From an optimization exercise on the open Yosys and OpenROAD flow, aimed at small area, a short achievable clock period and few clock cycles per item; shortcuts taken in it are not production practice.
Function was checked by simulation only, so behaviour that the tests miss may differ from the original.

==> flow/design.v (excerpt) <==
module dft_stage (
    input  logic          clk_i,
    input  logic          rst_n_i,
    input  logic          in_valid_i,
    input  logic [127:0]  in_group_i,
    input  logic [79:0]   twiddles_i,
    output logic          in_credit_o,
    output logic          out_valid_o,
    output logic [127:0]  out_group_o,
    input  logic          out_credit_i
);
    logic        ha_valid;
    logic        hb_valid;
    logic        hold_a;
    logic        hold_b;
    logic [59:0] ha;
    logic [59:0] hb;
    dft_group_scaler i_scaler (
        .clk_i      (clk_i),
        .rst_n_i    (rst_n_i),
        .in_valid_i (in_valid_i),
        .in_group_i (in_group_i),
        .twiddles_i (twiddles_i),
        .hold_a_i   (hold_a),
        .hold_b_i   (hold_b),
        .ha_valid_o (ha_valid),
        .ha_o       (ha),
        .hb_valid_o (hb_valid),
        .hb_o       (hb)
    );
    logic [31:0] sum0, diff0, sum1, diff1;
    dft_butterfly i_bf_a (.pair_i(ha), .sum_o(sum0), .diff_o(diff0));
    dft_butterfly i_bf_b (.pair_i(hb), .sum_o(sum1), .diff_o(diff1));
    dft_credit_buffer i_buffer (
        .clk_i        (clk_i),
        .rst_n_i      (rst_n_i),
        .in_valid_i   (in_valid_i),
        .wa_valid_i   (ha_valid),
        .wa_i         ({sum0, diff0}),
        .wb_valid_i   (hb_valid),
        .wb_i         ({sum1, diff1}),
        .out_credit_i (out_credit_i),
        .out_valid_o  (out_valid_o),
  ...
==> module dft_bk_add, before the edit <==
module dft_bk_add #(
    parameter int W = 16
) (
    input  logic [W-1:0] a_i,
    input  logic [W-1:0] b_i,
    input  logic         ci_i,
    output logic [W-1:0] s_o
);
    localparam int L = $clog2(W);
    logic [W-1:0] p0;
    logic [W-1:0] g0;
    logic [W-1:0] gs [2*L];
    logic [W-1:0] ps [2*L];
    assign p0 = a_i ^ b_i;
    assign g0 = a_i & b_i;
    assign gs[0] = {g0[W-1:1], g0[0] | (p0[0] & ci_i)};
    assign ps[0] = p0;
    for (genvar l = 0; l < L; l++) begin : g_up
        for (genvar i = 0; i < W; i++) begin : g_bit
            if ((i + 1) % (1 << (l + 1)) == 0) begin : g_op
                assign gs[l+1][i] = gs[l][i] | (ps[l][i] & gs[l][i-(1<<l)]);
                assign ps[l+1][i] = ps[l][i] & ps[l][i-(1<<l)];
            end else begin : g_pass
                assign gs[l+1][i] = gs[l][i];
                assign ps[l+1][i] = ps[l][i];
            end
        end
    end
    for (genvar l = L - 2; l >= 0; l--) begin : g_down
        for (genvar i = 0; i < W; i++) begin : g_bit
            if ((i + 1) % (1 << (l + 1)) == (1 << l) && i >= (1 << (l + 1))) begin : g_op
                assign gs[2*L-1-l][i] = gs[2*L-2-l][i] | (ps[2*L-2-l][i] & gs[2*L-2-l][i-(1<<l)]);
                assign ps[2*L-1-l][i] = ps[2*L-2-l][i] & ps[2*L-2-l][i-(1<<l)];
            end else begin : g_pass
                assign gs[2*L-1-l][i] = gs[2*L-2-l][i];
                assign ps[2*L-1-l][i] = ps[2*L-2-l][i];
            end
        end
    end
    assign s_o = p0 ^ {gs[2*L-1][W-2:0], ci_i};
endmodule
==> module dft_butterfly, before the edit <==
module dft_butterfly (
    input  logic [59:0] pair_i,
    output logic [31:0] sum_o,
    output logic [31:0] diff_o
);
    logic [15:0] x_re, x_im, y_re, y_im;
    assign x_re = {pair_i[59], pair_i[59:45]};
    assign x_im = {pair_i[44], pair_i[44:30]};
    assign y_re = {pair_i[29], pair_i[29:15]};
    assign y_im = {pair_i[14], pair_i[14:0]};
    dft_bk_add #(.W(16)) i_sum_re  (.a_i(x_re), .b_i(y_re),  .ci_i(1'b0), .s_o(sum_o[31:16]));
    dft_bk_add #(.W(16)) i_sum_im  (.a_i(x_im), .b_i(y_im),  .ci_i(1'b0), .s_o(sum_o[15:0]));
    dft_bk_add #(.W(16)) i_diff_re (.a_i(x_re), .b_i(~y_re), .ci_i(1'b1), .s_o(diff_o[31:16]));
    dft_bk_add #(.W(16)) i_diff_im (.a_i(x_im), .b_i(~y_im), .ci_i(1'b1), .s_o(diff_o[15:0]));
endmodule
Settings: LEC_CHECK=0, CAP_MARGIN=20, CORE_MARGIN=2, CORE_UTILIZATION=60, SLEW_MARGIN=20; clock period 10.0 ns.
standard.sh (not shown) runs the stock make flow with config.mk's settings and CLKGATE_MAP_FILE= SYNTH_SCRIPT=/design/flow/synth_recipe.tcl, a recipe that flattens the netlist after the stock synthesis.
==> flow/flow/run.sh <==
#!/bin/bash
set -euo pipefail
MARGIN=6.6
sed 's|"\${@:-finish}"|SETUP_SLACK_MARGIN='"$MARGIN"' "${@:-finish}"|' standard.sh > standard_margin.sh
grep -q "SETUP_SLACK_MARGIN=$MARGIN" standard_margin.sh
bash standard_margin.sh finish > flow.log 2>&1
The first run passed the timing, DRC and antenna checks.
Testbench counts at the start, summed over its fixed seeds: cycles 2,088, items 2,048.
Change:
--- a/flow/design.v
+++ b/flow/design.v
@@ -1007,49 +1007,8 @@
     assign ha_o       = m_a_q;
     assign hb_o       = m_b_q;
 endmodule
 `timescale 1ns/10ps
-module dft_bk_add #(
-    parameter int W = 16
-) (
-    input  logic [W-1:0] a_i,
-    input  logic [W-1:0] b_i,
-    input  logic         ci_i,
-    output logic [W-1:0] s_o
-);
-    localparam int L = $clog2(W);
-    logic [W-1:0] p0;
-    logic [W-1:0] g0;
-    logic [W-1:0] gs [2*L];
-    logic [W-1:0] ps [2*L];
-    assign p0 = a_i ^ b_i;
-    assign g0 = a_i & b_i;
-    assign gs[0] = {g0[W-1:1], g0[0] | (p0[0] & ci_i)};
-    assign ps[0] = p0;
-    for (genvar l = 0; l < L; l++) begin : g_up
-        for (genvar i = 0; i < W; i++) begin : g_bit
-            if ((i + 1) % (1 << (l + 1)) == 0) begin : g_op
-                assign gs[l+1][i] = gs[l][i] | (ps[l][i] & gs[l][i-(1<<l)]);
-                assign ps[l+1][i] = ps[l][i] & ps[l][i-(1<<l)];
-            end else begin : g_pass
-                assign gs[l+1][i] = gs[l][i];
-                assign ps[l+1][i] = ps[l][i];
-            end
-        end
-    end
-    for (genvar l = L - 2; l >= 0; l--) begin : g_down
-        for (genvar i = 0; i < W; i++) begin : g_bit
-            if ((i + 1) % (1 << (l + 1)) == (1 << l) && i >= (1 << (l + 1))) begin : g_op
-                assign gs[2*L-1-l][i] = gs[2*L-2-l][i] | (ps[2*L-2-l][i] & gs[2*L-2-l][i-(1<<l)]);
-                assign ps[2*L-1-l][i] = ps[2*L-2-l][i] & ps[2*L-2-l][i-(1<<l)];
-            end else begin : g_pass
-                assign gs[2*L-1-l][i] = gs[2*L-2-l][i];
-                assign ps[2*L-1-l][i] = ps[2*L-2-l][i];
-            end
-        end
-    end
-    assign s_o = p0 ^ {gs[2*L-1][W-2:0], ci_i};
-endmodule
 module dft_butterfly (
     input  logic [59:0] pair_i,
     output logic [31:0] sum_o,
     output logic [31:0] diff_o
@@ -1058,12 +1017,10 @@
     assign x_re = {pair_i[59], pair_i[59:45]};
     assign x_im = {pair_i[44], pair_i[44:30]};
     assign y_re = {pair_i[29], pair_i[29:15]};
     assign y_im = {pair_i[14], pair_i[14:0]};
-    dft_bk_add #(.W(16)) i_sum_re  (.a_i(x_re), .b_i(y_re),  .ci_i(1'b0), .s_o(sum_o[31:16]));
-    dft_bk_add #(.W(16)) i_sum_im  (.a_i(x_im), .b_i(y_im),  .ci_i(1'b0), .s_o(sum_o[15:0]));
-    dft_bk_add #(.W(16)) i_diff_re (.a_i(x_re), .b_i(~y_re), .ci_i(1'b1), .s_o(diff_o[31:16]));
-    dft_bk_add #(.W(16)) i_diff_im (.a_i(x_im), .b_i(~y_im), .ci_i(1'b1), .s_o(diff_o[15:0]));
+    assign sum_o  = {x_re + y_re, x_im + y_im};
+    assign diff_o = {x_re - y_re, x_im - y_im};
 endmodule
 `timescale 1ns/10ps
 module dft_credit_buffer (
     input  logic           clk_i,
After rerunning: The changed run completed with no timing, DRC or antenna violations; non-clock buffer count fell by 29; cell count rose by 3.3%; clock-buffer cell count fell by 16; via count rose by 3.6%; synthesized area rose by 1.1%.
Testbench counts after the change, summed over its fixed seeds: cycles 2,088, items 2,048.

## port drivers added, routing unchanged
Ports are ideal in the flow. The routed layouts listed here were re-timed in OpenROAD. Step 1 assumes that a clkbuf_16 drives the clock port and a buf_2 every other input. Step 2, shift: input delay + t, output delay - t, t = (earliest + latest rising clock arrival at the registers) / 2. This alone moves slack from input paths to output paths. Three values: no drivers, after step 1, after step 2; two values: the first two.
| run | t, ns | setup WS [ns] | worst setup path at the end |
|---|---|---|---|
| the first run | 0.827 | 6.579 / 6.498 / 6.028 | input to register |
| the second run | 0.833 | 6.577 / 6.521 / 5.919 | input to register |
After both steps setup and hold are still met in every run listed. For the second run, which loses most, drivers alone change the setup slack by -0.056 ns; drivers and shift together by -0.658 ns.
